Background: an optimization exercise with open tools, aiming at small area and a short achievable clock period. Do not read the settings as production practice. Only simulation tests tie the RTL to the original design; equivalence was not proved. Power and IR drop assume default switching activity.

==> flow/design.v, too long to show whole: its modules and the start of the top module <==
// module approx_err_calc: 298 lines
// module approx_err_cpa: 344 lines
// module approx_err_s1: 24 lines
// module approx_err_monitor: 1375 lines
module approx_err_monitor #(
  parameter int W     = approx_mon_pkg::W,
  parameter int CNT_W = approx_mon_pkg::CNT_W,
  parameter int ACC_W = approx_mon_pkg::ACC_W
) (
  input  logic                 clk,
  input  logic                 rst,
  input  logic                 in_valid,
  output logic                 in_ready,
  input  logic [W-1:0]         a,
  input  logic [W-1:0]         b,
  input  logic [2*W-1:0]       prod,
  input  logic                 start,
  input  logic [CNT_W-1:0]     win_len,
  output logic                 busy,
  output logic                 done,
  output logic [CNT_W-1:0]     smp_cnt,
  output logic [CNT_W-1:0]     err_cnt,
  output logic [ACC_W-1:0]     sum_ed,
  output logic [ACC_W-1:0]     sum_bias,
  output logic [2*W-1:0]       max_ed,
  output logic [W-1:0]         max_a,
  output logic [W-1:0]         max_b
);
  // ...
==> flow/flow/run.sh <==
#!/bin/bash
# Layout flow: the standard ORFS flow (standard.sh) with two changes:
#  - synthesis extracts no full/half-adder cells (ABC maps all arithmetic and sees whole
#    paths), and ABC maps each module with its own script: approx_err_cpa and approx_err_s1
#    with ORFS's delay-driven area script (map -B 0.9), approx_err_monitor with a single &nf
#    pass, the rest with ORFS's default speed script. Everything else is ORFS's synth.tcl run
#    through synth_recipe.tcl, so the registers are the standard synthesis's;
#  - the port buffers use the smallest buffer cell (sky130_fd_sc_hd__buf_1).
set -euo pipefail
here=$(pwd)
python3 - "$FLOW_HOME/scripts/synth.tcl" "$here/synth_mix.tcl" <<'PY'
import sys
s = open(sys.argv[1]).read()
MAP = "+strash;dch;map,-B,0.9;topo;stime,-c;buffer,-c;upsize,-c;dnsize,-c"
NF = "+&get,-n;&st;&dch;&nf;&put;buffer,-c;upsize,-c;dnsize,-c"
def a(x):
    return '[lreplace $abc_args 1 1 "' + x + '"]'
old = '  log_cmd abc {*}$abc_args\n'
assert s.count(old) == 1
new = (f'  log_cmd abc {{*}}{a(MAP)} approx_err_cpa\n'
       f'  log_cmd abc {{*}}{a(NF)} approx_err_monitor\n'
       f'  log_cmd abc {{*}}{a(MAP)} approx_err_s1\n'
       '  log_cmd abc {*}$abc_args * approx_err_cpa %d approx_err_monitor %d approx_err_s1 %d\n')
s = s.replace(old, new)
old = 'extract_fa {*}[dont_use_extract_fa_args]\n'
assert s.count(old) == 1
s = s.replace(old, 'extract_fa {*}[dont_use_extract_fa_args] approx_err_none\n')
open(sys.argv[2], 'w').write(s)
PY
grep -q 'source $::env(SCRIPTS_DIR)/synth.tcl' synth_recipe.tcl
sed "s#source \$::env(SCRIPTS_DIR)/synth.tcl#source $here/synth_mix.tcl#" synth_recipe.tcl > "$here/synth_recipe_mix.tcl"
bash standard.sh SYNTH_SCRIPT="$here/synth_recipe_mix.tcl" \
  BUFFER_PORTS_ARGS="-buffer_cell sky130_fd_sc_hd__buf_1" finish > flow_standard.log 2>&1
==> flow/standard.sh <==
#!/bin/bash
# synth_recipe.tcl (not shown) runs the flow's synth.tcl, then flattens the netlist and writes it again
# the make line also repeats each setting of config.mk as NAME=value (left out here)
make -C /OpenROAD-flow-scripts/flow DESIGN_CONFIG=/design/flow/config.mk WORK_HOME=/design/flow/orfs CLKGATE_MAP_FILE= SYNTH_SCRIPT=/design/flow/synth_recipe.tcl "${@:-finish}"
==> flow/config.mk <==
export PLATFORM = sky130hd
export DESIGN_NAME = approx_err_monitor
export DESIGN_NICKNAME = approx_err_monitor
export VERILOG_FILES = /design/flow/design.v
export SDC_FILE = /design/flow/constraint.sdc
export NUM_CORES = 4
export LEC_CHECK = 0
export CAP_MARGIN = 20
export CORE_MARGIN = 2
export CORE_UTILIZATION = 45
export SETUP_SLACK_MARGIN = 3.5
export SLEW_MARGIN = 20
export SYNTH_HIERARCHICAL = 1
==> flow/constraint.sdc <==
create_clock -name core_clock -period 7.2 [get_ports {clk}]
set_input_delay 1.4400 -clock core_clock [delete_from_list [all_inputs] [get_ports {clk}]]
set_output_delay 1.4400 -clock core_clock [all_outputs]
set_load 0.01 [all_outputs]
==> summary.txt, run 1 <==
Run status
  – Status: timing/DRC/antenna clean

Detailed routing
  – Met3 routed WL: 4110 um
  – Met2 WL post-DR: 39,900 um
  – Drt drc: 0

Setup path
  – CP Launch Point: u_calc.diff[32]
  – Worst setup endpoint: sum_ed[35]
  – Cell family with most CP delay: simple AND/OR/NAND/NOR gates

Final layout
  – Top flop regs: sum_bias: 64 flops, sum_ed: 64 flops
  – FF/Latch Area: 0.00937 mm2
  – Multi-input gates: 2,927
  – Layout Nets: 4,285

Synthesis
  – Post-synth top area cell: dfxtp_1
  – Warnings, synthesis: 10
  – Synthesis-stage register bit count: 462
  – Sequential area share after synthesis: 31.6%
  – Most frequent cells after synthesis: nand2_1, dfxtp_1, nor2_1, xnor2_1, inv_1
  – Post-Synth Adder-Cell Area: 2.70%

GRT
  – Grt peak-use layer: met2
  – Initial antenna violation count: 1
  – Tot GR Track Use: 23.4%
  – Pin count of the biggest net entering global routing: 111

Placement
  – RD Place Congestion: 0.892
  – DP Area: 0.0307 mm2
  – IO Port Bufs: 358

Timing
  – Max Clock Freq: 274 MHz
  – Fin. Hold Viols: 0
  – Final setup violation count: 0
  – Setup tns final: 0 ps
  – Worst slack on hold paths: 324 ps

Pwr
  – Seq pwr share: 23.0%
  – Clock-net power: 2.64 mW
  – Part of the power in the clock network: 19.3%

Clocking
  – Post-CTS Setup Bufs: 10
  – TritonCTS clock tree: done
  – Cts bufs inserted: 50

Min path
  – Hold WC Path Type: reg -> reg
  – Hold path cells: 0

Floorplan
  – # IOs: 359
==> run 2: changes to the inputs <==
--- a/flow/config.mk
+++ b/flow/config.mk
@@ -9,3 +9,3 @@
 export CORE_MARGIN = 2
-export CORE_UTILIZATION = 45
+export CORE_UTILIZATION = 55
 export SETUP_SLACK_MARGIN = 3.5
==> summary.txt, run 2 <==
Timing
  – Setup tns final: 0 ps (unchanged)
  – Slew Limit Headroom: 47.1%
  – Final setup violation count: 0 (unchanged)
  – Worst-margin pin slew: 794 ps
  – Fin. max-slew vios: 0
  – RSZ-0062 raised after global routing: yes
  – Max Clock Freq: 276 MHz (+0.54%)
  – Tmin final: 3620 ps
  – Fin. Hold Viols: 0 (unchanged)
  – Final period util: 50.3%
  – Clk_skew: 26.0 ps

Placement
  – Detailed-placement wirelength estimate: 61,900 um
  – IO Port Bufs: 358 (unchanged)
  – RD Place Congestion: 0.906 (+1.6%)
  – DP Area: 0.0305 mm2 (-0.80%)

Synthesis
  – Post-synth top area cell: dfxtp_1
  – Async SR Flop Fraction: 0%
  – Yosys top cell area share: 31.6%
  – Mapped Cells: 3,913
  – Sequential area share after synthesis: 31.6% (unchanged)
  – Post-synth EDFFs: 0
  – Top FF cell, synth: dfxtp_1
  – Warnings, synthesis: 10 (unchanged)
  – Syn Nets: 4,013
  – Most common cell in the synthesized netlist: nand2_1
  – Most frequent cells after synthesis: nand2_1, dfxtp_1, nor2_1, xnor2_1, inv_1
  – Synthesis-stage register bit count: 462 (unchanged)
  – Synthesized area: 0.0293 mm2
  – Avg Cell Area, Syn: 7.48 um2
  – Leading post-synthesis cells by cell area: dfxtp_1, xnor2_1, nand2_1
  – Yosys cell types: 96

Final layout
  – Layout Area Growth over Synthesis: 15.3%
  – Layout Nets: 4,296 (+0.26%)
  – Final Instance Area: 0.0337 mm2
  – Fill cells: 4,864
  – Commonest non-fill, non-tap cells in the layout: nand2_1, dfxtp_1, buf_1
  – Multi-input combinational cell area: 0.0184 mm2
  – Share of post-route cells with drive strength above 1: 11.9%
  – Top flop regs: sum_bias: 64 flops, sum_ed: 64 flops
  – Most common cell after layout, fill and taps aside: nand2_1
  – FF/Latch Area: 0.00937 mm2 (about the same)

Floorplan
  – CORE AREA: 0.0526 mm2
  – Std cell rows: 84
  – # IOs: 359 (unchanged)
  – Die W: 235 um
  – Initial Util: 55.7%
  – Die Height: 235 um
  – Die Area: 0.0551 mm2

Clocking
  – Maximum clock path buffer count: 3
  – Clock Latency Late Sink: 610 ps
  – TritonCTS clock tree: done
  – Hold Buf Count CTS: 0
  – CTS clk-pin slew, worst paths: 60 ps
  – Cts bufs inserted: 50 (unchanged)
  – Clk sinks: 462
  – CTS H-tree lvls: 2
  – Clk root buf: clkbuf_16

GRT
  – Tot GR Track Use: 28.5% (+5.1 points)
  – First-pass GRT wire length: 130,000 um
  – Pin count of the biggest net entering global routing: 124 (+12%)
  – Grt peak-use layer: met2
  – Grt met2 use: 49.9%
  – Met1 GRT Util: 35.8%
  – Initial antenna violation count: 0 (-1)
  – Met3 Resource Use GR: 3.36%
  – Vias in the first global route: 24,700
  – GRT overflow: 0

Setup path
  – Slowest CP cell: dfxtp_4
  – CP Launch Point: u_calc.diff[32]
  – Most common cell type on the critical path: buf_4
  – Worst Setup End Kind: register
  – Critical path, cell by cell: buf_8, buf_4, xnor2_2, a221oi_1, o2111ai_1, a311oi_1, nor2_1, a211oi_1, o31ai_1, a211oi_2, or3_4, buf_4, a21boi_0, nor3_1
  – Critical Path AT: 4100 ps
  – Crit path largest cell delay: 440 ps
  – Worst reg2reg path startpoint: u_calc.diff[32]
  – CP Max Fanout: 8
  – WP data required: 7670 ps
  – Crit Path Class: reg -> reg
  – Startpoint Class: register

Detailed routing
  – Routed Antenna Nets: 0
  – DRT Wirelength: 83,600 um
  – Vias per cell: 5.47
  – Mean routed wirelength per cell: 17.0 um
  – Pre-antenna DRT Iters: 9
  – Via count: 26,900
  – 1st-iter DRT viols: 1,962
  – Drt drc: 0 (unchanged)

Min path
  – Hold WC Path Type: reg -> reg
  – Startpoint of the worst hold path: u_calc.s1_b[10]

Run
  – Max_cap viols: 0

Pwr
  – Total Power: 13.7 mW
  – Pleak: 14.2 nW
  – Pwr dens: 405 mW/mm2
  – VDD IR max: 308 uV

Run status
  – Status: timing/DRC/antenna clean
[run 2: cell counts after synthesis]
No cell type changed its count.
[run 2: per-stage QoR]
stage | worst slack [ps] | utilization (%) | hold slack [ps] | cells
2_1_floorplan | 3770 | - | 310 | 3913
3_3_place_gp | 2780 | 58.0 | 311 | 4773
3_5_place_dp | 2710 | 58.0 | 312 | 4773
4_1_cts | 3500 | 62.1 | 327 | 4881
5_1_grt | 3400 | 64.2 | 332 | 4926
6_report | 3580 | 64.2 | 325 | 4927
[run 2: modules after synthesis (local to each module, per instance), excerpt]
module | area (um2) | times used | flip-flops and latches
approx_err_cpa | 2860 | 1 | 0
approx_err_s1 | 3510 | 1 | 0
approx_err_monitor | 14500 | 1 | 292
[run 2: worst paths after layout]
path	slack [ps]	to	cells after the start
max	3580	max_ed[3]	14
min	320	u_calc.res_b[10]	0
max reg2reg	3580	max_ed[3]	14
min reg2reg	320	u_calc.res_b[10]	0
[run 2: cells by family after synthesis]
group           synth area share [%]
simple gates                    23.6
compound gates                  18.7
buf+inv                         8.02
xor+xnor                        15.3
flops                           31.6
fa+ha+maj                       2.70
mux                           0.0684
other cells                   0.0128
[run 2: timing repair]
item                       in CTS  in global routing
gates resized for setup        52                150
setup endpoints to repair     132                100
setup buffers                  12                 42
gates cloned                    2                  3
pin swaps                       7                 34
[run 2: final cells by class]
| cell class | count | share of cell area, % |
|---|---|---|
| Tap cell | 688 | 2.55 |
| Multi-Input combinational cell | 2926 | 54.6 |
| Inverter | 331 | 3.70 |
| Clock inverter | 23 | 1.05 |
| Clock buffer | 71 | 4.45 |
| Antenna cell | 1 | 0.00742 |
| Timing Repair Buffer | 425 | 5.91 |
| Sequential cell | 462 | 27.8 |
[run 2: layer usage]
metal | wire length, um | up-vias
met3 | 4100 | 189
li1 | - | 13700
met2 | 40200 | 728
met1 | 35900 | 12300
met4 | 3310 | 0
met5 | 0 | -
[run 2: power breakdown]
part / internal [mW] / switching (mW) / total [mW]
Combinational: 2.84 / 4.83 / 7.68
Clock: 1.74 / 1.09 / 2.83
Sequential: 2.80 / 0.340 / 3.14
Total: 7.39 / 6.26 / 13.7
[run 2: critical path, delay by kind of cell (launching register included)]
family	cells	cell delay (ps)
flops	1	440
buf+inv	3	590
xor+xnor	1	110
simple gates	3	490
compound gates	7	1840
==> run 3: changes to the inputs <==
--- a/flow/config.mk
+++ b/flow/config.mk
@@ -9,4 +9,4 @@
 export CORE_MARGIN = 2
-export CORE_UTILIZATION = 55
-export SETUP_SLACK_MARGIN = 3.5
+export CORE_UTILIZATION = 50
+export SETUP_SLACK_MARGIN = 3.65
 export SLEW_MARGIN = 20
==> summary.txt, run 3 <==
Synthesis
  – Avg Cell Area, Syn: 7.48 um2 (unchanged)
  – Post-synth top area cell: dfxtp_1
  – Synthesis-stage register bit count: 462 (unchanged)
  – Mapped Cells: 3,913 (unchanged)
  – Most frequent cells after synthesis: nand2_1, dfxtp_1, nor2_1, xnor2_1, inv_1
  – Yosys cell types: 96 (unchanged)
  – Post-synth EDFFs: 0 (unchanged)
  – Most common cell in the synthesized netlist: nand2_1
  – Synthesized area: 0.0293 mm2 (unchanged)
  – Async SR Flop Fraction: 0% (unchanged)
  – Syn Nets: 4,013 (unchanged)
  – Sequential area share after synthesis: 31.6% (unchanged)
  – Top FF cell, synth: dfxtp_1
  – Leading post-synthesis cells by cell area: dfxtp_1, xnor2_1, nand2_1
  – Yosys top cell area share: 31.6% (unchanged)
  – Warnings, synthesis: 10 (unchanged)

GRT
  – Tot GR Track Use: 26.5% (-2.1 points)
  – Vias in the first global route: 24,500 (-0.70%)
  – First-pass GRT wire length: 130,000 um (+0.60%)
  – Pin count of the biggest net entering global routing: 94 (-24%)
  – GRT overflow: 0 (unchanged)
  – Initial antenna violation count: 0 (unchanged)

Pwr
  – VDD IR max: 356 uV (+16%)
  – Logic pwr share: 59.4% (+3.2 points)
  – Int Pwr: 7.74 mW (+4.7%)
  – Total Power: 14.5 mW (+6.2%)
  – Sw frac: 46.6% (+0.78 points)
  – NetSw: 6.76 mW (+8.0%)
  – Pleak: 14.4 nW (+1.7%)
  – Part of the power in the clock network: 18.7% (-2.1 points)
  – Pwr dens: 420 mW/mm2 (+3.6%)
  – Seq pwr share: 21.8% (-1.2 points)

Floorplan
  – Die Height: 246 um (+4.8%)
  – # IOs: 359 (unchanged)
  – Initial Util: 50.6% (-5.1 points)
  – CORE AREA: 0.0578 mm2 (+10%)
  – Die Area: 0.0605 mm2 (+9.8%)
  – Die W: 246 um (+4.8%)
  – Std cell rows: 88 (+4.8%)

Detailed routing
  – 1st-iter DRT viols: 1,514 (-23%)
  – DRT Wirelength: 84,500 um (+1.2%)
  – Vias per cell: 5.36 (-2.0%)
  – Routed Antenna Nets: 0 (unchanged)
  – Mean routed wirelength per cell: 16.8 um (-1.0%)
  – Drt drc: 0 (unchanged)
  – Via count: 27,000 (+0.17%)
  – Pre-antenna DRT Iters: 6 (-3)

Timing
  – Final period util: 48.7% (-1.6 points)
  – RSZ-0062 raised after global routing: yes
  – Clk_skew: 34.8 ps (+8.77 ps)
  – Fin. max-slew vios: 0 (unchanged)
  – Slew Limit Headroom: 34.4% (-13 points)
  – Max Clock Freq: 285 MHz (+3.3%)
  – Setup tns final: 0 ps (unchanged)
  – Worst-margin pin slew: 983 ps (+189 ps)
  – Fin. Hold Viols: 0 (unchanged)
  – Tmin final: 3510 ps (-115 ps)
  – Final setup violation count: 0 (unchanged)

Setup path
  – Critical path, cell by cell: nor4_4, nand4_1, o31a_2, nor4bb_4, and2_2, and4_4, and3_4, and4_4, and3_1, and2_2, and3_4, a21oi_2, a311oi_1
  – Worst Setup End Kind: register
  – WP data required: 7640 ps (-30 ps)
  – CP Launch Point: u_calc.diff[9]
  – Worst reg2reg path startpoint: u_calc.diff[9]
  – Crit path largest cell delay: 450 ps (about the same)
  – Slowest CP cell: o31a_2
  – CP Max Fanout: 7 (-1)
  – Crit Path Class: reg -> reg
  – Critical Path AT: 3950 ps (-150 ps)
  – CP bufs+invs: 0 (-3)
  – Startpoint Class: register
  – Cell family with most CP delay: simple AND/OR/NAND/NOR gates

Placement
  – Detailed-placement wirelength estimate: 62,300 um (+0.62%)
  – RD Place Congestion: 0.912 (+0.66%)
  – IO Port Bufs: 358 (unchanged)

Clocking
  – Hold Buf Count CTS: 0 (unchanged)
  – CTS clk-pin slew, worst paths: 60 ps (about the same)
  – CTS H-tree lvls: 2 (unchanged)
  – TritonCTS clock tree: done
  – Clock Latency Late Sink: 610 ps (about the same)
  – Cts bufs inserted: 51 (+2.0%)
  – Clk sinks: 462 (unchanged)
  – Clk root buf: clkbuf_16
  – Maximum clock path buffer count: 3 (unchanged)

Min path
  – Hold WC Path Type: reg -> reg
  – Startpoint of the worst hold path: u_calc.s1_b[13]

Run
  – Max_cap viols: 0 (unchanged)

Final layout
  – Commonest non-fill, non-tap cells in the layout: nand2_1, dfxtp_1, buf_1
  – Layout Nets: 4,331 (+0.81%)
  – Layout Area Growth over Synthesis: 18.1%
  – Most common cell after layout, fill and taps aside: nand2_1
  – Top flop regs: sum_bias: 64 flops, sum_ed: 64 flops
  – Share of post-route cells with drive strength above 1: 14.8% (+3.0 points)
  – Ant. Diodes: 0 (-1)

Run status
  – Status: timing/DRC/antenna clean
-- run 3: cell types whose count changed in the layout (fill, tap and decap cells not counted), moves of 7 or more --
cell,previous run,this run
nand2_1,650,625
nand2_2,53,74
a21oi_1,273,265
nor2_1,355,345
dfxtp_4,25,34
a21oi_2,8,15
a221oi_1,40,27
dfxtp_1,416,407
inv_1,314,306
inv_2,16,24
a221oi_2,25,36
buf_4,52,83
-- run 3: final cells by class --
type                            instances  area (um2)
Clock buffer                           70        1460
Timing Repair Buffer                  461        2340
Fill cell                            5417       23200
Tap cell                              765         957
Multi-Input combinational cell       2924       18800
Clock inverter                         22         304
Inverter                              331        1250
Sequential cell                       462        9400
-- run 3: worst reg2reg max path: cells and delay by family, from the launching register on --
family             cells  cell delay, ps
AOI/OAI and AO/OA      3             650
DFF                    1             380
and+or+nand+nor       10            2310
-- run 3: final timing paths --
| check | end | slack (ps) | cells after the start |
|---|---|---|---|
| worst min register to register | u_calc.res_b[13] | 330 | 0 |
| worst max register to register | err_cnt[31] | 3690 | 13 |
| worst max-delay path | err_cnt[31] | 3690 | 13 |
| worst min-delay path | u_calc.res_b[13] | 330 | 0 |
-- run 3: through the flow --
stage	hold slack, ps	setup WS [ps]	instances	cell area (um2)	util (%)
final	326	3690	5035	34600	59.8
after global routing	334	3480	5035	34600	59.8
after CTS	327	3610	4969	33000	57.1
after detailed placement	313	2550	4851	30600	52.9
after global placement	310	2650	4851	30600	52.9
after floorplan	310	3770	3913	29300	-
-- run 3: metal layers --
layer	part of all wire, %	global-route usage, %	up-vias
met4	2.7	8.24	0
met1	45	34.6	12300
li1	-	-	13800
met3	5.3	3.53	151
met5	0	0	-
met2	47	45.1	746
-- run 3: timing repair --
| item | 4_1_cts | 5_1_grt |
|---|---|---|
| gates resized for setup | 107 | 237 |
| pin swaps | 11 | 90 |
| endpoints found under the setup margin | 146 | 118 |
| gates cloned | 2 | 3 |
| setup buffers | 24 | 63 |
-- run 3: logic make-up (layout without fill, tap and decap cells) --
| kind of cell | count (synthesis) | in the layout | share of synthesized area (%) |
|---|---|---|---|
| xor gates and xnor gates | 491 | 491 | 15.3 |
| DFF | 462 | 462 | 31.6 |
| adders and majority gates | 76 | 76 | 2.70 |
| muxes | 2 | 2 | 0.0684 |
| buffers and inverters | 528 | 884 | 8.02 |
| and+or+nand+nor | 1504 | 1505 | 23.6 |
| AOI/OAI and AO/OA | 849 | 849 | 18.7 |
| other | 1 | 1 | 0.0128 |
-- run 3: Yosys stat by module, one instance, submodules excluded, excerpt --
module,flip-flops and latches,area (um2),cells,times used
approx_err_s1,0,3510,727,1
approx_err_monitor,292,14500,1785,1
approx_err_cpa,0,2860,634,1
-- run 3: power groups by stage --
stage	Sequential, mW	Clock [mW]	Combinational, mW
2_1_floorplan	3.05	0	6.46
3_3_place_gp	3.19	0	6.98
3_5_place_dp	3.19	0	7.01
4_1_cts	3.14	2.77	7.35
5_1_grt	3.19	2.88	9.59
6_report	3.17	2.72	8.61
==> run 4: changes to the inputs <==
--- a/flow/config.mk
+++ b/flow/config.mk
@@ -10,3 +10,4 @@
 export CORE_UTILIZATION = 50
-export SETUP_SLACK_MARGIN = 3.65
+export GPL_ROUTABILITY_DRIVEN = 0
+export SETUP_SLACK_MARGIN = 3.5
 export SLEW_MARGIN = 20
==> summary.txt, run 4 <==
Run status
  – Status: timing/DRC/antenna clean

Synthesis
  – Yosys cell types: 96 (unchanged)
  – Yosys top cell area share: 31.6% (unchanged)
  – Most common cell in the synthesized netlist: nand2_1
  – Synthesis-stage register bit count: 462 (unchanged)
  – Post-synth top area cell: dfxtp_1
  – Top FF cell, synth: dfxtp_1
  – Sequential area share after synthesis: 31.6% (unchanged)
  – Warnings, synthesis: 10 (unchanged)
  – Mapped Cells: 3,913 (unchanged)
  – Async SR Flop Fraction: 0% (unchanged)
  – Syn Nets: 4,013 (unchanged)
  – Post-synth EDFFs: 0 (unchanged)
  – Most frequent cells after synthesis: nand2_1, dfxtp_1, nor2_1, xnor2_1, inv_1
  – Avg Cell Area, Syn: 7.48 um2 (unchanged)
  – Leading post-synthesis cells by cell area: dfxtp_1, xnor2_1, nand2_1
  – Synthesized area: 0.0293 mm2 (unchanged)

Placement
  – IO Port Bufs: 358 (unchanged)
  – Worst slack, placed: 2550 ps (unchanged)
  – Detailed-placement wirelength estimate: 62,300 um (unchanged)

Timing
  – Clk_skew: 32.1 ps (-2.72 ps)
  – Final period util: 49.4% (+0.67 points)
  – Fin. Hold Viols: 0 (unchanged)
  – Worst slack on hold paths: 326 ps (-0.0280 ps)
  – Slew Limit Headroom: 33.1% (-1.3 points)
  – Tmin final: 3560 ps (+48.0 ps)
  – Fin. max-slew vios: 0 (unchanged)
  – Max Clock Freq: 281 MHz (-1.3%)
  – Setup tns final: 0 ps (unchanged)
  – RSZ-0062 raised after global routing: yes
  – Final setup violation count: 0 (unchanged)
  – Worst-margin pin slew: 1000 ps (+19.0 ps)
  – Setup ws final: 3640 ps (-48.0 ps)

Clocking
  – CTS clk-pin slew, worst paths: 60 ps (about the same)
  – Clock Latency Late Sink: 610 ps (about the same)
  – Cts bufs inserted: 51 (unchanged)
  – Clk root buf: clkbuf_16
  – TritonCTS clock tree: done
  – CTS H-tree lvls: 2 (unchanged)
  – Maximum clock path buffer count: 3 (unchanged)
  – Clk sinks: 462 (unchanged)

Setup path
  – Critical Path AT: 4020 ps (+70 ps)
  – Worst r2r path cells: 13 (unchanged)
  – Startpoint Class: register
  – Reg-to-Reg End: sum_ed[63]
  – Worst reg2reg path startpoint: u_calc.diff[32]
  – R2R Setup Slk: 3640 ps (-50 ps)
  – WP data required: 7660 ps (+20 ps)
  – Worst Setup End Kind: register
  – Crit Path Class: reg -> reg
  – CP Max Fanout: 8 (+1)

Detailed routing
  – Routed Antenna Nets: 0 (unchanged)
  – Via count: 26,700 (-0.98%)
  – 1st-iter DRT viols: 1,635 (+8.0%)
  – Mean routed wirelength per cell: 16.5 um (-1.8%)
  – Drt drc: 0 (unchanged)
  – Vias per cell: 5.35 (-0.25%)
  – DRT Wirelength: 82,400 um (-2.5%)
  – Pre-antenna DRT Iters: 6 (unchanged)

Min path
  – Hold WC Path Type: reg -> reg
  – Startpoint of the worst hold path: u_calc.s1_b[13]
  – Hold path cells: 0 (unchanged)
  – Hold Crit Endpoint: u_calc.res_b[13]

Final layout
  – Share of post-route cells with drive strength above 1: 11.8% (-3.0 points)
  – Layout Area Growth over Synthesis: 15.0%
  – Ant. Diodes: 0 (unchanged)
  – Most common cell after layout, fill and taps aside: nand2_1
  – Top flop regs: sum_bias: 64 flops, sum_ed: 64 flops
  – Commonest non-fill, non-tap cells in the layout: nand2_1, dfxtp_1, buf_1
  – Layout Nets: 4,294 (-0.85%)
  – Final design utilization: 58.2% (-1.6 points)

GRT
  – Vias in the first global route: 24,200 (-1.2%)
  – Initial antenna violation count: 0 (unchanged)
  – GRT overflow: 0 (unchanged)
  – Grt met2 use: 44.3% (-0.78 points)
  – First-pass GRT wire length: 128,000 um (-2.0%)
  – Tot GR Track Use: 25.9% (-0.55 points)
  – Met3 Resource Use GR: 3.31% (-0.22 points)
  – Met1 GRT Util: 34.0% (-0.67 points)
  – Pin count of the biggest net entering global routing: 97 (+3.2%)
  – Grt peak-use layer: met2

Floorplan
  – Initial Util: 50.6% (unchanged)
  – Die Area: 0.0605 mm2 (unchanged)
  – CORE AREA: 0.0578 mm2 (unchanged)
  – Die Height: 246 um (unchanged)
  – Std cell rows: 88 (unchanged)
  – # IOs: 359 (unchanged)
  – Die W: 246 um (unchanged)

Pwr
  – Pleak: 14.1 nW (-2.4%)
  – Total Power: 13.6 mW (-6.5%)
  – Pwr dens: 403 mW/mm2 (-3.9%)
  – VDD IR max: 304 uV (-15%)

Run
  – Max_cap viols: 0 (unchanged)
[run 4: cell counts after synthesis]
No cell type changed its count.
[run 4: cells by family after synthesis]
family / share of synthesized area [%]
buffers and inverters: 8.02
flip-flops: 31.6
AO/OA/AOI/OAI: 18.7
adder cells (fa/ha/maj): 2.70
AND/OR/NAND/NOR: 23.6
multiplexers: 0.0684
other: 0.0128
XOR/XNOR: 15.3
[run 4: repair_timing]
action / CTS / global route
resized for setup: 47 / 151
buffers inserted: 11 / 42
gates cloned: 0 / 2
hold endpoints to repair: 0 / 0
pin swaps: 4 / 43
hold buffers: 0 / 0
endpoints found under the setup margin: 132 / 111
[run 4: modules after synthesis, one instance, submodules excluded, a selection]
module | area [um2] | times used
approx_err_s1 | 3510 | 1
approx_err_monitor | 14500 | 1
approx_err_cpa | 2860 | 1
[run 4: worst max path at each step]
| stage | endpoint | slack, ps | start | cells after the start |
|---|---|---|---|---|
| CTS | max_b[0] | 3470 | u_calc.diff[32] | 13 |
| floorplan | rem[21] | 3770 | in_valid | 10 |
| global route | u_calc.diff[28] | 3440 | u_calc.s1_sel[5] | 18 |
| global placement | max_ed[5] | 2650 | u_calc.diff[32] | 13 |
| detailed placement | max_b[0] | 2550 | u_calc.diff[32] | 13 |
| finish | sum_ed[63] | 3640 | u_calc.diff[32] | 13 |
[run 4: worst max-delay path, stage by stage (launching register included)]
cell,delay (ps)
dfxtp_4,450
mux2i_1,140
maj3_2,350
maj3_2,360
a21boi_4,200
a211oi_4,110
o311ai_4,380
a221oi_4,130
nor4b_4,320
a21o_4,240
nor3b_4,270
and4_1,260
xnor2_1,130
nor2_1,50
[run 4: per-stage QoR]
step                cell area (um2)  cells
global route                  33600   4998
floorplan                     29300   3913
CTS                           32600   4954
global placement              30600   4851
detailed placement            30600   4851
finish                        33600   4998
[run 4: power breakdown]
part | leakage (nW) | total [mW] | switching [mW] | internal, mW
registers | 3.81 | 3.16 | 0.354 | 2.80
clock network | 0.861 | 2.71 | 1.08 | 1.63
logic | 9.42 | 7.69 | 4.86 | 2.83
[run 4: per-layer routing]
| layer | up-vias | share of wire, % |
|---|---|---|
| met1 | 12100 | 45 |
| met4 | 0 | 2.6 |
| met3 | 136 | 5.5 |
| met2 | 741 | 47 |
| met5 | - | 0 |
| li1 | 13700 | - |
[run 4: layout make-up]
type                            count  area (um2)
Sequential cell                   462        9360
Tap cell                          765         957
Clock inverter                     22         304
Clock buffer                       70        1460
Timing Repair Buffer              424        1960
Fill cell                        5494       24200
Multi-Input combinational cell   2924       18400
Inverter                          331        1250
==> run 5: changes to the inputs <==
--- a/flow/config.mk
+++ b/flow/config.mk
@@ -10,3 +10,3 @@
 export CORE_UTILIZATION = 50
-export GPL_ROUTABILITY_DRIVEN = 0
+export GPL_TIMING_DRIVEN = 0
 export SETUP_SLACK_MARGIN = 3.5
==> summary.txt, run 5 <==
Run status
  – Status: timing/DRC/antenna clean

GRT
  – Vias in the first global route: 25,200 (+3.9%)
  – Tot GR Track Use: 29.2% (+3.3 points)
  – First-pass GRT wire length: 140,000 um (+9.3%)
  – GRT overflow: 0 (unchanged)
  – Initial antenna violation count: 1 (+1)
  – Pin count of the biggest net entering global routing: 15 (-85%)

Timing
  – Final setup violation count: 0 (unchanged)
  – Setup tns final: 0 ps (unchanged)
  – Slew Limit Headroom: 32.5% (-0.66 points)
  – Fin. Hold Viols: 0 (unchanged)
  – Max Clock Freq: 270 MHz (-3.9%)
  – Fin. max-slew vios: 0 (unchanged)
  – RSZ-0062 raised after global routing: yes
  – Clk_skew: 22.5 ps (-9.61 ps)
  – Final period util: 51.4% (+2.0 points)
  – Setup ws final: 3500 ps (-146 ps)
  – Worst-margin pin slew: 1010 ps (+11.0 ps)
  – Tmin final: 3700 ps (+146 ps)
  – Worst slack on hold paths: 321 ps (-4.97 ps)

Final layout
  – Ant. Diodes: 0 (unchanged)
  – Top flop regs: sum_bias: 64 flops, sum_ed: 64 flops
  – Share of post-route cells with drive strength above 1: 18.0% (+6.2 points)
  – Layout Area Growth over Synthesis: 24.0%
  – Most common cell after layout, fill and taps aside: nand2_1
  – Commonest non-fill, non-tap cells in the layout: nand2_1, dfxtp_1, buf_1
  – Layout Nets: 4,487 (+4.5%)

Clocking
  – Clk sinks: 462 (unchanged)
  – Maximum clock path buffer count: 3 (unchanged)
  – CTS clk-pin slew, worst paths: 60 ps (about the same)
  – Clk root buf: clkbuf_16
  – TritonCTS clock tree: done
  – Hold Buf Count CTS: 0 (unchanged)
  – Clock Latency Late Sink: 620 ps (about the same)
  – Cts bufs inserted: 52 (+2.0%)
  – CTS H-tree lvls: 2 (unchanged)

Synthesis
  – Synthesized area: 0.0293 mm2 (unchanged)
  – Syn Nets: 4,013 (unchanged)
  – Most common cell in the synthesized netlist: nand2_1
  – Leading post-synthesis cells by cell area: dfxtp_1, xnor2_1, nand2_1
  – Mapped Cells: 3,913 (unchanged)
  – Yosys cell types: 96 (unchanged)
  – Synthesis-stage register bit count: 462 (unchanged)
  – Post-synth EDFFs: 0 (unchanged)
  – Async SR Flop Fraction: 0% (unchanged)
  – Most frequent cells after synthesis: nand2_1, dfxtp_1, nor2_1, xnor2_1, inv_1
  – Sequential area share after synthesis: 31.6% (unchanged)
  – Warnings, synthesis: 10 (unchanged)
  – Post-synth top area cell: dfxtp_1
  – Top FF cell, synth: dfxtp_1
  – Yosys top cell area share: 31.6% (unchanged)
  – Avg Cell Area, Syn: 7.48 um2 (unchanged)

Detailed routing
  – DRT Wirelength: 93,300 um (+13%)
  – Pre-antenna DRT Iters: 7 (+1)
  – 1st-iter DRT viols: 1,725 (+5.5%)
  – Routed Antenna Nets: 0 (unchanged)
  – Via count: 27,900 (+4.3%)
  – Mean routed wirelength per cell: 18.0 um (+9.0%)
  – Vias per cell: 5.37 (+0.34%)
  – Drt drc: 0 (unchanged)

Min path
  – Hold WC Path Type: reg -> reg
  – Startpoint of the worst hold path: u_calc.s1_b[10]
  – Hold path cells: 0 (unchanged)
  – Hold Crit Endpoint: u_calc.res_b[10]

Setup path
  – Worst Setup End Kind: register
  – WP data required: 7680 ps (+20 ps)
  – CP Max Fanout: 6 (-2)
  – Crit Path Class: reg -> reg
  – R2R Setup Slk: 3500 ps (-150 ps)
  – Worst reg2reg path startpoint: u_calc.diff[32]
  – Worst r2r path cells: 15 (+2)
  – Reg-to-Reg End: sum_ed[63]
  – Startpoint Class: register
  – Critical Path AT: 4180 ps (+160 ps)

Placement
  – Detailed-placement wirelength estimate: 72,200 um (+16%)
  – IO Port Bufs: 358 (unchanged)
  – Worst slack, placed: 2570 ps (+15.4 ps)
  – RD Place Congestion: 0.967

Floorplan
  – Die Height: 246 um (unchanged)
  – Std cell rows: 88 (unchanged)
  – CORE AREA: 0.0578 mm2 (unchanged)
  – Initial Util: 50.6% (unchanged)
  – # IOs: 359 (unchanged)
  – Die W: 246 um (unchanged)
  – Die Area: 0.0605 mm2 (unchanged)

Pwr
  – VDD IR max: 410 uV (+35%)
  – Pleak: 15.3 nW (+8.7%)
  – Pwr dens: 437 mW/mm2 (+8.5%)
  – Total Power: 15.9 mW (+17%)

Run
  – Max_cap viols: 0 (unchanged)
## run 5: cell counts after synthesis
No cell type changed its count.
## run 5: worst max-delay path by stage
stage,from,endpoint,slack (ps),cells past startpoint
after global routing,u_calc.s1_sel[11],u_calc.diff[29],3400,22
after detailed placement,u_calc.diff[32],max_ed[31],2570,17
final,u_calc.diff[32],sum_ed[63],3500,15
after global placement,u_calc.diff[32],max_b[15],2530,17
after CTS,u_calc.diff[32],max_ed[5],3460,17
after floorplan,in_valid,rem[21],3770,10
## run 5: timing repair
item	CTS	global route
cloned	0	5
resized for setup	165	421
setup buffers	11	46
endpoints found under the hold margin	0	0
pin swaps	26	117
endpoints found under the setup margin	129	127
## run 5: where the power goes
| group | leakage [nW] | internal (mW) | switching, mW | total (mW) |
|---|---|---|---|---|
| logic | 10.6 | 4.17 | 5.84 | 10.0 |
| clock network | 0.905 | 1.68 | 1.14 | 2.82 |
| registers | 3.80 | 2.80 | 0.240 | 3.04 |
## run 5: logic make-up after synthesis
| group | synth area share [%] |
|---|---|
| and+or+nand+nor | 23.6 |
| AOI/OAI and AO/OA | 18.7 |
| buffers and inverters | 8.02 |
| xor gates and xnor gates | 15.3 |
| DFF | 31.6 |
| adders and majority gates | 2.70 |
| muxes | 0.0684 |
| other | 0.0128 |
## run 5: stage by stage
stage,instance area (um2),utilization (%),std cells
5_1_grt,36300,62.8,5193
4_1_cts,34200,59.1,5142
3_3_place_gp,31600,54.6,5036
6_report,36300,62.8,5193
2_1_floorplan,29300,-,3913
3_5_place_dp,31600,54.6,5036
## run 5: per-module statistics from Yosys, one instance, submodules excluded, excerpt
module              area, um2  flip-flops and latches  copies in the design
approx_err_s1            3510                       0                     1
approx_err_monitor      14500                     292                     1
approx_err_cpa           2860                       0                     1
## run 5: layout make-up
type	instances	area, um2
fillers	5317	21500
repair buffers	419	1900
well taps	765	957
clock inverters	25	344
flip-flops and latches	462	9290
inverters	331	1250
clock buffers	70	1490
plain buffers	197	1520
multi-input cells	2924	19500
## run 5: worst max-delay path, stage by stage, from the launching register on
cell      delay [ps]
dfxtp_2          330
buf_8            140
buf_16           150
buf_12           140
xor2_4           200
xnor2_2          160
or4_4            520
o311ai_4         360
a221oi_2          90
buf_4            170
nor4b_4          330
a21o_4           250
nor3b_4          280
and4_4           270
xnor2_1          120
nor2_1            50
## run 5: routing by layer
layer	wire length [um]	part of all wire [%]	vias to the layer above	GRT usage, %
met5	0	0	-	0
met2	45200	48	809	51.5
met3	4900	5.2	213	3.83
li1	-	-	14100	-
met4	4150	4.4	0	11.7
met1	39100	42	12700	35.9
==> run 6: changes to the inputs <==
--- a/flow/config.mk
+++ b/flow/config.mk
@@ -10,3 +10,2 @@
 export CORE_UTILIZATION = 50
-export GPL_TIMING_DRIVEN = 0
 export SETUP_SLACK_MARGIN = 3.5
==> summary.txt, run 6 <==
Timing
  – RSZ-0062 raised after global routing: yes
  – Fin. max-slew vios: 0 (unchanged)
  – Fin. Hold Viols: 0 (unchanged)
  – Final period util: 49.4% (-2.0 points)
  – Slew Limit Headroom: 33.1% (+0.66 points)
  – Worst-margin pin slew: 1000 ps (-11.0 ps)
  – Clk_skew: 32.1 ps (+9.61 ps)
  – Tmin final: 3560 ps (-146 ps)
  – Final setup violation count: 0 (unchanged)
  – Max Clock Freq: 281 MHz (+4.1%)
  – Setup tns final: 0 ps (unchanged)

Synthesis
  – Yosys cell types: 96 (unchanged)
  – Syn Nets: 4,013 (unchanged)
  – Sequential area share after synthesis: 31.6% (unchanged)
  – Post-Synth Adder-Cell Area: 2.70% (unchanged)
  – Most common cell in the synthesized netlist: nand2_1
  – Leading post-synthesis cells by cell area: dfxtp_1, xnor2_1, nand2_1
  – Async SR Flop Fraction: 0% (unchanged)
  – Post-synth EDFFs: 0 (unchanged)
  – Top FF cell, synth: dfxtp_1
  – Avg Cell Area, Syn: 7.48 um2 (unchanged)
  – Yosys top cell area share: 31.6% (unchanged)
  – Simple-Gate Fraction of Synth Area: 23.6% (unchanged)
  – Synth Area in Compound Gates: 18.7% (unchanged)
  – Post-synth top area cell: dfxtp_1
  – Most frequent cells after synthesis: nand2_1, dfxtp_1, nor2_1, xnor2_1, inv_1
  – Multiplexer share of the synthesized area: 0.0684% (unchanged)
  – Synthesis-stage register bit count: 462 (unchanged)
  – Mapped Cells: 3,913 (unchanged)
  – Synth Area in XOR/XNOR: 15.3% (unchanged)
  – Synthesized area: 0.0293 mm2 (unchanged)
  – Largest family of logic cells by synthesized area: simple AND/OR/NAND/NOR gates
  – Warnings, synthesis: 10 (unchanged)

Placement
  – RD Place Congestion: 0.912 (-5.7%)
  – Detailed-placement wirelength estimate: 62,300 um (-14%)
  – IO Port Bufs: 358 (unchanged)

Floorplan
  – Initial Util: 50.6% (unchanged)
  – Die Area: 0.0605 mm2 (unchanged)
  – # IOs: 359 (unchanged)
  – Die Height: 246 um (unchanged)
  – CORE AREA: 0.0578 mm2 (unchanged)
  – Die W: 246 um (unchanged)
  – Std cell rows: 88 (unchanged)

Clocking
  – CTS clk-pin slew, worst paths: 60 ps (about the same)
  – CTS H-tree lvls: 2 (unchanged)
  – Clk root buf: clkbuf_16
  – Clk sinks: 462 (unchanged)
  – Maximum clock path buffer count: 3 (unchanged)
  – Clock Latency Late Sink: 610 ps (about the same)
  – TritonCTS clock tree: done
  – Cts bufs inserted: 51 (-1.9%)

GRT
  – First-pass GRT wire length: 128,000 um (-8.5%)
  – Vias in the first global route: 24,200 (-3.8%)
  – Tot GR Track Use: 25.9% (-3.3 points)
  – Initial antenna violation count: 0 (-1)
  – Pin count of the biggest net entering global routing: 97 (+82)
  – GRT overflow: 0 (unchanged)

Pwr
  – Part of the power in the clock network: 20.0% (+2.2 points)
  – Sw frac: 46.4% (+0.89 points)
  – Pleak: 14.1 nW (-8.0%)
  – Pwr dens: 403 mW/mm2 (-7.8%)
  – Int Pwr: 7.27 mW (-16%)
  – Logic pwr share: 56.7% (-6.4 points)
  – VDD IR max: 304 uV (-26%)
  – Seq pwr share: 23.3% (+4.1 points)
  – NetSw: 6.29 mW (-13%)

Final layout
  – Final design utilization: 58.2% (-4.6 points)
  – Fill cells: 5,494 (+3.3%)
  – Top flop regs: sum_bias: 64 flops, sum_ed: 64 flops
  – Layout Nets: 4,294 (-4.3%)
  – Most common cell after layout, fill and taps aside: nand2_1
  – Ant. Diodes: 0 (unchanged)
  – Multi-input combinational cell area: 0.0184 mm2 (-6.0%)
  – FF/Latch Area: 0.00936 mm2 (+0.69%)
  – Commonest non-fill, non-tap cells in the layout: nand2_1, dfxtp_1, buf_1
  – Layout Area Growth over Synthesis: 15.0%
  – Share of post-route cells with drive strength above 1: 11.8% (-6.2 points)

Detailed routing
  – Routed Antenna Nets: 0 (unchanged)
  – DRT Wirelength: 82,400 um (-12%)
  – Pre-antenna DRT Iters: 6 (-1)
  – Vias per cell: 5.35 (-0.34%)
  – Via count: 26,700 (-4.1%)
  – Mean routed wirelength per cell: 16.5 um (-8.3%)
  – 1st-iter DRT viols: 1,635 (-5.2%)
  – Drt drc: 0 (unchanged)

Setup path
  – Critical Path AT: 4020 ps (-160 ps)
  – R2R Setup Slk: 3640 ps (+150 ps)
  – CP Max Fanout: 8 (+2)
  – Crit path largest cell delay: 450 ps (-70 ps)
  – WP data required: 7660 ps (-20 ps)
  – Startpoint Class: register
  – Slowest CP cell: dfxtp_4
  – Crit Path Class: reg -> reg
  – CP bufs+invs: 0 (-4)
  – Critical path, cell by cell: mux2i_1, maj3_2, maj3_2, a21boi_4, a211oi_4, o311ai_4, a221oi_4, nor4b_4, a21o_4, nor3b_4, and4_1, xnor2_1, nor2_1
  – Most common cell type on the critical path: maj3_2
  – Cell family with most CP delay: compound AO/OA/AOI/OAI gates
  – Worst Setup End Kind: register

Run
  – Max_cap viols: 0 (unchanged)

Min path
  – Hold WC Path Type: reg -> reg

Run status
  – Status: timing/DRC/antenna clean
## run 6: cell types whose count changed in the layout (fill, tap and decap cells not counted), sizes merged
cell	delta
buf	-119
clkbuf	-73
clkinv	-4
clkinvlp	+2
a21o	-1
inv	-1
or3	+1
## run 6: final cells by class
type,instances,share of cell area (%)
Multi-Input combinational cell,2924,54.6
Clock buffer,70,4.34
Tap cell,765,2.85
Clock inverter,22,0.904
Timing Repair Buffer,424,5.81
Sequential cell,462,27.8
Inverter,331,3.71
## run 6: through the flow
step / instances / hold WS, ps / instance area (um2) / power [mW] / worst slack [ps]
after floorplan: 3913 / 310 / 29300 / 9.51 / 3770
after global placement: 4851 / 310 / 30600 / 10.2 / 2650
after detailed placement: 4851 / 313 / 30600 / 10.2 / 2550
after CTS: 4954 / 327 / 32600 / 13.0 / 3470
after global routing: 4998 / 334 / 33600 / 14.7 / 3440
final: 4998 / 326 / 33600 / 13.6 / 3640
## run 6: worst paths after layout
| path | start | cells past startpoint | endpoint |
|---|---|---|---|
| max | u_calc.diff[32] | 13 | sum_ed[63] |
| min | u_calc.s1_b[13] | 0 | u_calc.res_b[13] |
| max reg2reg | u_calc.diff[32] | 13 | sum_ed[63] |
| min reg2reg | u_calc.s1_b[13] | 0 | u_calc.res_b[13] |
## run 6: what timing repair did
action / 4_1_cts / 5_1_grt
setup endpoints to repair: 132 / 111
resized for setup: 47 / 151
pin swaps: 4 / 43
cloned: 0 / 2
buffers inserted: 11 / 42
hold buffers: 0 / 0
## run 6: kinds of logic after synthesis
| group | Yosys count |
|---|---|
| XOR/XNOR | 491 |
| adder cells (fa/ha/maj) | 76 |
| buffers and inverters | 528 |
| multiplexers | 2 |
| other | 1 |
| AND/OR/NAND/NOR | 1504 |
| AO/OA/AOI/OAI | 849 |
| flip-flops | 462 |
## run 6: Yosys stat by module (local to each module, per instance), a selection
module / flip-flops and latches / cells
approx_err_s1: 0 / 727
approx_err_cpa: 0 / 634
approx_err_monitor: 292 / 1785
## run 6: metal layers
layer,vias to the layer above,track usage (%),share of wire (%)
met4,0,7.81,2.6
met3,136,3.31,5.5
li1,13700,-,-
met1,12100,34.0,45
met5,-,0,0
met2,741,44.3,47
## run 6: power groups by stage
stage	Combinational, mW	Clock (mW)	Sequential (mW)
detailed placement	7.01	0	3.19
global placement	6.98	0	3.19
CTS	7.07	2.77	3.13
floorplan	6.46	0	3.05
finish	7.69	2.71	3.16
global route	8.66	2.88	3.18
==> run 7: changes to the inputs <==
--- a/flow/config.mk
+++ b/flow/config.mk
@@ -10,2 +10,3 @@
 export CORE_UTILIZATION = 50
+export CTS_BUF_LIST = sky130_fd_sc_hd__clkbuf_2
 export SETUP_SLACK_MARGIN = 3.5
==> summary.txt, run 7 <==
Run status
  – Status: timing/DRC/antenna clean

Timing
  – RSZ-0062 raised after global routing: yes
  – Worst-margin pin slew: 967 ps (-34.9 ps)
  – Setup ws final: 3660 ps (+18.6 ps)
  – Final period util: 49.2% (-0.26 points)
  – Clk_skew: 71.3 ps (+39.2 ps)
  – Tmin final: 3540 ps (-18.6 ps)
  – Fin. max-slew vios: 0 (unchanged)
  – Final setup violation count: 0 (unchanged)
  – Max Clock Freq: 283 MHz (+0.53%)
  – Fin. Hold Viols: 0 (unchanged)
  – Setup tns final: 0 ps (unchanged)
  – Slew Limit Headroom: 35.5% (+2.4 points)

Clocking
  – TritonCTS clock tree: done
  – Cts bufs inserted: 118 (+130%)
  – Clk root buf: clkbuf_2
  – Maximum clock path buffer count: 3 (unchanged)
  – Clk sinks: 462 (unchanged)
  – CTS H-tree lvls: 3 (+1)
  – CTS clk-pin slew, worst paths: 100 ps (+40 ps)
  – Clock Latency Late Sink: 1190 ps (+580 ps)
  – Hold Buf Count CTS: 0 (unchanged)

Synthesis
  – Multiplexer share of the synthesized area: 0.0684% (unchanged)
  – Synth Area in Compound Gates: 18.7% (unchanged)
  – Top FF cell, synth: dfxtp_1
  – Simple-Gate Fraction of Synth Area: 23.6% (unchanged)
  – Synthesized area: 0.0293 mm2 (unchanged)
  – Post-synth EDFFs: 0 (unchanged)
  – Yosys cell types: 96 (unchanged)
  – Yosys top cell area share: 31.6% (unchanged)
  – Most common cell in the synthesized netlist: nand2_1
  – Post-Synth Adder-Cell Area: 2.70% (unchanged)
  – Leading post-synthesis cells by cell area: dfxtp_1, xnor2_1, nand2_1
  – Post-synth top area cell: dfxtp_1
  – Avg Cell Area, Syn: 7.48 um2 (unchanged)
  – Mapped Cells: 3,913 (unchanged)
  – Largest family of logic cells by synthesized area: simple AND/OR/NAND/NOR gates
  – Synth Area in XOR/XNOR: 15.3% (unchanged)
  – Most frequent cells after synthesis: nand2_1, dfxtp_1, nor2_1, xnor2_1, inv_1
  – Syn Nets: 4,013 (unchanged)
  – Synthesis-stage register bit count: 462 (unchanged)
  – Sequential area share after synthesis: 31.6% (unchanged)
  – Async SR Flop Fraction: 0% (unchanged)
  – Warnings, synthesis: 10 (unchanged)

Pwr
  – Pwr dens: 383 mW/mm2 (-4.9%)
  – NetSw: 6.27 mW (-0.39%)
  – Logic pwr share: 60.1% (+3.4 points)
  – Seq pwr share: 25.0% (+1.7 points)
  – Sw frac: 49.6% (+3.2 points)
  – Int Pwr: 6.37 mW (-12%)
  – VDD IR max: 347 uV (+14%)
  – Part of the power in the clock network: 14.9% (-5.1 points)
  – Pleak: 14.0 nW (-0.31%)

Setup path
  – Startpoint Class: register
  – CP bufs+invs: 0 (unchanged)
  – Crit Path Class: reg -> reg
  – Worst Setup End Kind: register
  – Cell family with most CP delay: simple AND/OR/NAND/NOR gates
  – Most common cell type on the critical path: and3_1
  – Crit path largest cell delay: 420 ps (-30 ps)
  – Reg-to-Reg End: err_cnt[31]
  – Critical Path AT: 4550 ps (+530 ps)
  – CP Max Fanout: 7 (-1)
  – Worst reg2reg path startpoint: u_calc.diff[27]
  – Worst r2r path cells: 13 (unchanged)
  – Slowest CP cell: nor4_2
  – R2R Setup Slk: 3660 ps (+20 ps)
  – WP data required: 8210 ps (+550 ps)
  – Critical path, cell by cell: nor4_2, nand4_1, o31a_2, nor4bb_4, and2_2, and4_1, and3_4, and4_4, and3_1, and2_1, and3_1, a21oi_1, a311oi_1

GRT
  – Tot GR Track Use: 26.4% (+0.51 points)
  – First-pass GRT wire length: 130,000 um (+1.6%)
  – Initial antenna violation count: 2 (+2)
  – Vias in the first global route: 24,900 (+2.8%)
  – GRT overflow: 0 (unchanged)
  – Pin count of the biggest net entering global routing: 97 (unchanged)

Min path
  – Startpoint of the worst hold path: u_calc.s1_b[15]
  – Hold path cells: 0 (unchanged)
  – Hold WC Path Type: reg -> reg
  – Hold Crit Endpoint: u_calc.res_b[15]

Final layout
  – Fill cells: 5,647 (+2.8%)
  – Commonest non-fill, non-tap cells in the layout: nand2_1, dfxtp_1, buf_1
  – Most common cell after layout, fill and taps aside: nand2_1
  – Layout Area Growth over Synthesis: 12.6%
  – Top flop regs: sum_bias: 64 flops, sum_ed: 64 flops
  – Share of post-route cells with drive strength above 1: 13.6% (+1.8 points)
  – Layout Nets: 4,360 (+1.5%)

Detailed routing
  – Routed Antenna Nets: 0 (unchanged)
  – 1st-iter DRT viols: 1,624 (-0.67%)
  – Pre-antenna DRT Iters: 6 (unchanged)
  – Via count: 27,200 (+1.6%)
  – Vias per cell: 5.30 (-0.83%)
  – DRT Wirelength: 83,400 um (+1.2%)
  – Drt drc: 0 (unchanged)
  – Mean routed wirelength per cell: 16.3 um (-1.2%)

Floorplan
  – Die W: 246 um (unchanged)
  – Die Area: 0.0605 mm2 (unchanged)
  – Die Height: 246 um (unchanged)
  – CORE AREA: 0.0578 mm2 (unchanged)
  – Initial Util: 50.6% (unchanged)
  – # IOs: 359 (unchanged)
  – Std cell rows: 88 (unchanged)

Placement
  – RD Place Congestion: 0.912 (unchanged)
  – IO Port Bufs: 358 (unchanged)
  – Detailed-placement wirelength estimate: 62,300 um (unchanged)
  – Worst slack, placed: 2550 ps (unchanged)

Run
  – Max_cap viols: 0 (unchanged)
run 7: cell types whose count changed in the layout (fill, tap and decap cells not counted), moves of 4 or more:
cell | before | now
clkbuf_2 | 0 | 175
clkbuf_1 | 9 | 0
xnor2_1 | 300 | 304
clkbuf_16 | 53 | 1
clkbuf_8 | 9 | 0
clkinv_2 | 9 | 5
clkinv_1 | 0 | 25
run 7: kinds of logic (layout without fill, tap and decap cells):
logic type,count (synthesis),after routing
compound gates,849,849
mux,2,2
buf+inv,528,967
flops,462,462
simple gates,1504,1505
fa+ha+maj,76,76
xor+xnor,491,491
other cells,1,3
run 7: per-module statistics from Yosys (local to each module, per instance), a selection:
module,cells inside,area [um2],flip-flops and latches
approx_err_s1,727,3510,0
approx_err_cpa,634,2860,0
approx_err_monitor,1785,14500,292
run 7: metrics by stage:
stage / instance area (um2) / cells / total power, mW / util (%) / hold slack [ps]
after floorplan: 29300 / 3913 / 9.51 / - / 310
after global placement: 30600 / 4851 / 10.2 / 52.9 / 310
after detailed placement: 30600 / 4851 / 10.2 / 52.9 / 313
after CTS: 32000 / 5075 / 12.2 / 55.3 / 337
after global routing: 33000 / 5119 / 13.8 / 57.0 / 321
final: 33000 / 5120 / 12.6 / 57.0 / 329
run 7: final cells by class:
| class | instances | area (um2) | area share [%] |
|---|---|---|---|
| Clock buffer | 175 | 876 | 2.66 |
| Sequential cell | 462 | 9360 | 28.4 |
| Antenna cell | 2 | 5.00 | 0.0152 |
| Clock inverter | 38 | 254 | 0.771 |
| Multi-Input combinational cell | 2924 | 18300 | 55.5 |
| Timing Repair Buffer | 423 | 1960 | 5.95 |
| Inverter | 331 | 1250 | 3.79 |
| Tap cell | 765 | 957 | 2.90 |
run 7: how the worst max path moves through the flow:
stage / start / endpoint / cells after the start
after floorplan: in_valid / rem[21] / 10
after global placement: u_calc.diff[32] / max_ed[5] / 13
after detailed placement: u_calc.diff[32] / max_b[0] / 13
after CTS: u_calc.s1_sel[19] / u_calc.diff[20] / 19
after global routing: u_calc.s1_sel[11] / u_calc.diff[28] / 21
final: u_calc.diff[27] / err_cnt[31] / 13
run 7: repair_timing:
action,CTS,global route
resized for setup,38,147
buffers inserted,11,41
pin swaps,3,31
gates cloned,0,2
endpoints found under the setup margin,132,110
run 7: layer usage:
metal	GRT usage, %	share of wire [%]
met1	34.0	45
met2	44.5	47
met3	4.50	5.2
met4	9.18	3.1
met5	0	0
run 7: power by group through the flow:
stage                     registers (mW)  logic (mW)  clock network, mW
after floorplan                     3.05        6.46                  0
after global placement              3.19        6.98                  0
after detailed placement            3.19        7.01                  0
after CTS                           3.13        7.08               1.96
after global routing                3.18        8.58               2.09
final                               3.15        7.59               1.89
==> run 8: changes to the inputs <==
--- a/flow/config.mk
+++ b/flow/config.mk
@@ -10,3 +10,3 @@
 export CORE_UTILIZATION = 50
-export CTS_BUF_LIST = sky130_fd_sc_hd__clkbuf_2
+export CTS_BUF_LIST = sky130_fd_sc_hd__clkbuf_4
 export SETUP_SLACK_MARGIN = 3.5
==> summary.txt, run 8 <==
Clocking
  – Clk root buf: clkbuf_4
  – Cts bufs inserted: 121 (+2.5%)
  – CTS clk-pin slew, worst paths: 60 ps (-40 ps)
  – TritonCTS clock tree: done
  – CTS H-tree lvls: 3 (unchanged)
  – Clock Latency Late Sink: 920 ps (-270 ps)
  – Clk sinks: 462 (unchanged)
  – Maximum clock path buffer count: 3 (unchanged)
  – Hold Buf Count CTS: 0 (unchanged)

Timing
  – Slew Limit Headroom: 36.2% (+0.63 points)
  – Tmin final: 3560 ps (+16.4 ps)
  – Fin. Hold Viols: 0 (unchanged)
  – Fin. max-slew vios: 0 (unchanged)
  – Max Clock Freq: 281 MHz (-0.46%)
  – RSZ-0062 raised after global routing: yes
  – Final period util: 49.4% (+0.23 points)
  – Setup tns final: 0 ps (unchanged)
  – Clk_skew: 65.5 ps (-5.79 ps)
  – Final setup violation count: 0 (unchanged)
  – Worst-margin pin slew: 957 ps (-10.4 ps)

Pwr
  – Int Pwr: 6.80 mW (+6.7%)
  – Pleak: 14.0 nW (-0.17%)
  – Total Power: 13.1 mW (+3.4%)
  – Logic pwr share: 58.4% (-1.7 points)
  – VDD IR max: 302 uV (-13%)
  – Part of the power in the clock network: 17.4% (+2.5 points)
  – Pwr dens: 393 mW/mm2 (+2.5%)
  – Sw frac: 48.0% (-1.6 points)
  – Seq pwr share: 24.2% (-0.8 points)
  – NetSw: 6.27 mW (about the same)

Final layout
  – Layout Nets: 4,346 (-0.32%)
  – Multi-input combinational cell area: 0.0183 mm2 (+0.16%)
  – Commonest non-fill, non-tap cells in the layout: nand2_1, dfxtp_1, buf_1
  – Final design utilization: 57.5% (+0.51 points)
  – FF/Latch Area: 0.00935 mm2 (about the same)
  – Fill cells: 5,645 (-0.035%)
  – Layout Area Growth over Synthesis: 13.6%
  – Final Instance Area: 0.0332 mm2 (+0.89%)
  – Share of post-route cells with drive strength above 1: 13.2% (-0.35 points)
  – Non-Filler Instances: 5,107 (-0.25%)
  – Most common cell after layout, fill and taps aside: nand2_1
  – Top flop regs: sum_bias: 64 flops, sum_ed: 64 flops

Floorplan
  – Die Area: 0.0605 mm2 (unchanged)
  – Initial Util: 50.6% (unchanged)
  – Die Height: 246 um (unchanged)
  – Die W: 246 um (unchanged)
  – # IOs: 359 (unchanged)
  – Std cell rows: 88 (unchanged)
  – CORE AREA: 0.0578 mm2 (unchanged)

Synthesis
  – Post-synth top area cell: dfxtp_1
  – Synthesized area: 0.0293 mm2 (unchanged)
  – Avg Cell Area, Syn: 7.48 um2 (unchanged)
  – Sequential area share after synthesis: 31.6% (unchanged)
  – Mapped Cells: 3,913 (unchanged)
  – Most common cell in the synthesized netlist: nand2_1
  – Most frequent cells after synthesis: nand2_1, dfxtp_1, nor2_1, xnor2_1, inv_1
  – Warnings, synthesis: 10 (unchanged)
  – Synthesis-stage register bit count: 462 (unchanged)
  – Leading post-synthesis cells by cell area: dfxtp_1, xnor2_1, nand2_1
  – Top FF cell, synth: dfxtp_1
  – Post-synth EDFFs: 0 (unchanged)
  – Async SR Flop Fraction: 0% (unchanged)
  – Yosys top cell area share: 31.6% (unchanged)
  – Syn Nets: 4,013 (unchanged)
  – Yosys cell types: 96 (unchanged)

Setup path
  – CP Launch Point: u_calc.diff[8]
  – Worst reg2reg path startpoint: u_calc.diff[8]
  – Worst Setup End Kind: register
  – WP data required: 7950 ps (-260 ps)
  – R2R Setup Slk: 3640 ps (-20 ps)
  – Worst r2r path cells: 13 (unchanged)
  – Reg-to-Reg End: err_cnt[31]
  – Critical Path AT: 4300 ps (-250 ps)
  – Startpoint Class: register
  – CP Max Fanout: 7 (unchanged)
  – Crit Path Class: reg -> reg

Detailed routing
  – Routed Antenna Nets: 0 (unchanged)
  – Mean routed wirelength per cell: 16.3 um (+0.27%)
  – DRT Wirelength: 83,400 um (about the same)
  – Via count: 27,100 (-0.26%)
  – Vias per cell: 5.30 (about the same)
  – Drt drc: 0 (unchanged)
  – 1st-iter DRT viols: 1,387 (-15%)
  – Pre-antenna DRT Iters: 8 (+2)

GRT
  – First-pass GRT wire length: 129,000 um (-0.46%)
  – Pin count of the biggest net entering global routing: 97 (unchanged)
  – GRT overflow: 0 (unchanged)
  – Vias in the first global route: 24,900 (-0.028%)
  – Initial antenna violation count: 1 (-1)
  – Tot GR Track Use: 26.3% (-0.14 points)

Min path
  – Hold Crit Endpoint: u_calc.res_b[13]
  – Hold path cells: 0 (unchanged)
  – Hold WC Path Type: reg -> reg
  – Startpoint of the worst hold path: u_calc.s1_b[13]

Run status
  – Status: timing/DRC/antenna clean

Run
  – Max_cap viols: 0 (unchanged)

Placement
  – RD Place Congestion: 0.912 (unchanged)
  – IO Port Bufs: 358 (unchanged)
  – Detailed-placement wirelength estimate: 62,300 um (unchanged)
  – Dpl cells: 4,851 (unchanged)
  – DP Area: 0.0306 mm2 (unchanged)
==> run 8: cell count changes in the layout (fill, tap and decap cells not counted), moves of 4 or more <==
cell,change
xnor2_1,-4
buf_4,-17
clkinv_1,+11
clkbuf_2,-175
clkbuf_4,+172
==> run 8: cell families after synthesis <==
| logic type | after synthesis | share of synthesized area [%] |
|---|---|---|
| multiplexers | 2 | 0.0684 |
| flip-flops | 462 | 31.6 |
| adder cells (fa/ha/maj) | 76 | 2.70 |
| AND/OR/NAND/NOR | 1504 | 23.6 |
| AO/OA/AOI/OAI | 849 | 18.7 |
| other | 1 | 0.0128 |
| buffers and inverters | 528 | 8.02 |
| XOR/XNOR | 491 | 15.3 |
==> run 8: worst max-delay path, stage by stage, from the launching register on <==
cell	delay, ps
dfxtp_1	430
nor4_4	410
nand4_1	230
o31a_2	390
nor4bb_4	170
and2_2	230
and4_1	250
and3_4	220
and4_4	200
and3_1	200
and2_1	200
and3_1	240
a21oi_1	170
a311oi_1	70
==> run 8: power by group through the flow <==
stage                     Combinational, mW  Clock, mW  Sequential (mW)
after floorplan                        6.46          0             3.05
after global placement                 6.98          0             3.19
after detailed placement               7.01          0             3.19
after CTS                              7.08       2.36             3.13
after global routing                   8.61       2.49             3.18
final                                  7.63       2.28             3.16
==> run 8: through the flow <==
| step | hold slack, ps | setup slack (ps) |
|---|---|---|
| after floorplan | 310 | 3770 |
| after global placement | 310 | 2650 |
| after detailed placement | 313 | 2550 |
| after CTS | 329 | 3500 |
| after global routing | 334 | 3400 |
| final | 328 | 3640 |
==> run 8: layer usage <==
metal  global-route usage [%]  vias up  part of all wire (%)
met2                     44.3      776                    47
li1                         -    13900                     -
met1                     33.7    12200                    44
met5                        0        -                     0
met4                     9.96        0                   3.5
met3                     4.23      185                   5.6
==> run 8: per-module statistics from Yosys, one instance, submodules excluded, a selection <==
module              area, um2  flops+latches  cells inside  times used
approx_err_cpa           2860              0           634           1
approx_err_monitor      14500            292          1785           1
approx_err_s1            3510              0           727           1
==> run 8: final cells by class <==
cell class / instances / share of cell area (%)
Tap cell: 765 / 2.88
Antenna cell: 2 / 0.0151
Multi-Input combinational cell: 2925 / 55.1
Timing Repair Buffer: 405 / 5.46
Inverter: 331 / 3.75
Clock buffer: 172 / 3.88
Clock inverter: 45 / 0.768
Sequential cell: 462 / 28.1
==> run 8: timing repair <==
item,in CTS,in global routing
gates resized for setup,43,150
hold endpoints to repair,0,0
buffers inserted,9,25
gates cloned,0,3
pin swaps,4,41
endpoints found under the setup margin,133,109
==> run 8: worst max-delay path by stage <==
stage	cells after the start	slack [ps]	endpoint
finish	13	3640	err_cnt[31]
global placement	13	2650	max_ed[5]
global route	21	3400	u_calc.diff[27]
floorplan	10	3770	rem[21]
detailed placement	13	2550	max_b[0]
CTS	13	3500	sum_ed[63]

## static timing again, ports no longer ideal
How much do the figures lean on ideal ports? The routed layouts below were timed once more, with nothing changed but the port constraints.
Step 1 sets driving cells, clkbuf_16 on the clock port and buf_2 on the other inputs (assumed; they add their load-dependent delay and slew).
Step 2 times the ports against the registers' clock, not the clock port: input delays grow and output delays shrink by t, the midpoint of the rising clock arrivals with the driver on.
Three values: no drivers, after step 1, after step 2; two values: the first two.
run	t, ns	slack for setup (ns)	worst setup path after step 2	clock arrival spread, ns	worst register clock-pin slew, ns
run 1	0.647	3.556 / 3.556 / 3.435	input to register	0.026 / 0.026	0.06 / 0.06
run 2	0.661	3.576 / 3.576 / 3.418	input to register	0.027 / 0.027	0.06 / 0.06
run 3	0.653	3.690 / 3.690 / 3.320	input to register	0.039 / 0.039	0.06 / 0.06
run 4	0.656	3.642 / 3.642 / 3.331	input to register	0.036 / 0.036	0.06 / 0.06
run 5	0.665	3.497 / 3.497 / 3.120	input to register	0.023 / 0.023	0.06 / 0.06
run 6	0.656	3.642 / 3.642 / 3.331	input to register	0.036 / 0.036	0.06 / 0.06
run 7	1.210	3.661 / 3.661 / 3.358	input to register	0.077 / 0.077	0.12 / 0.12
run 8	0.944	3.645 / 3.645 / 3.317	input to register	0.067 / 0.066	0.07 / 0.07
After both steps every run listed still meets setup and hold. For run 5, which loses most, drivers alone change the setup slack by 0.000 ns; drivers and shift together by -0.377 ns.
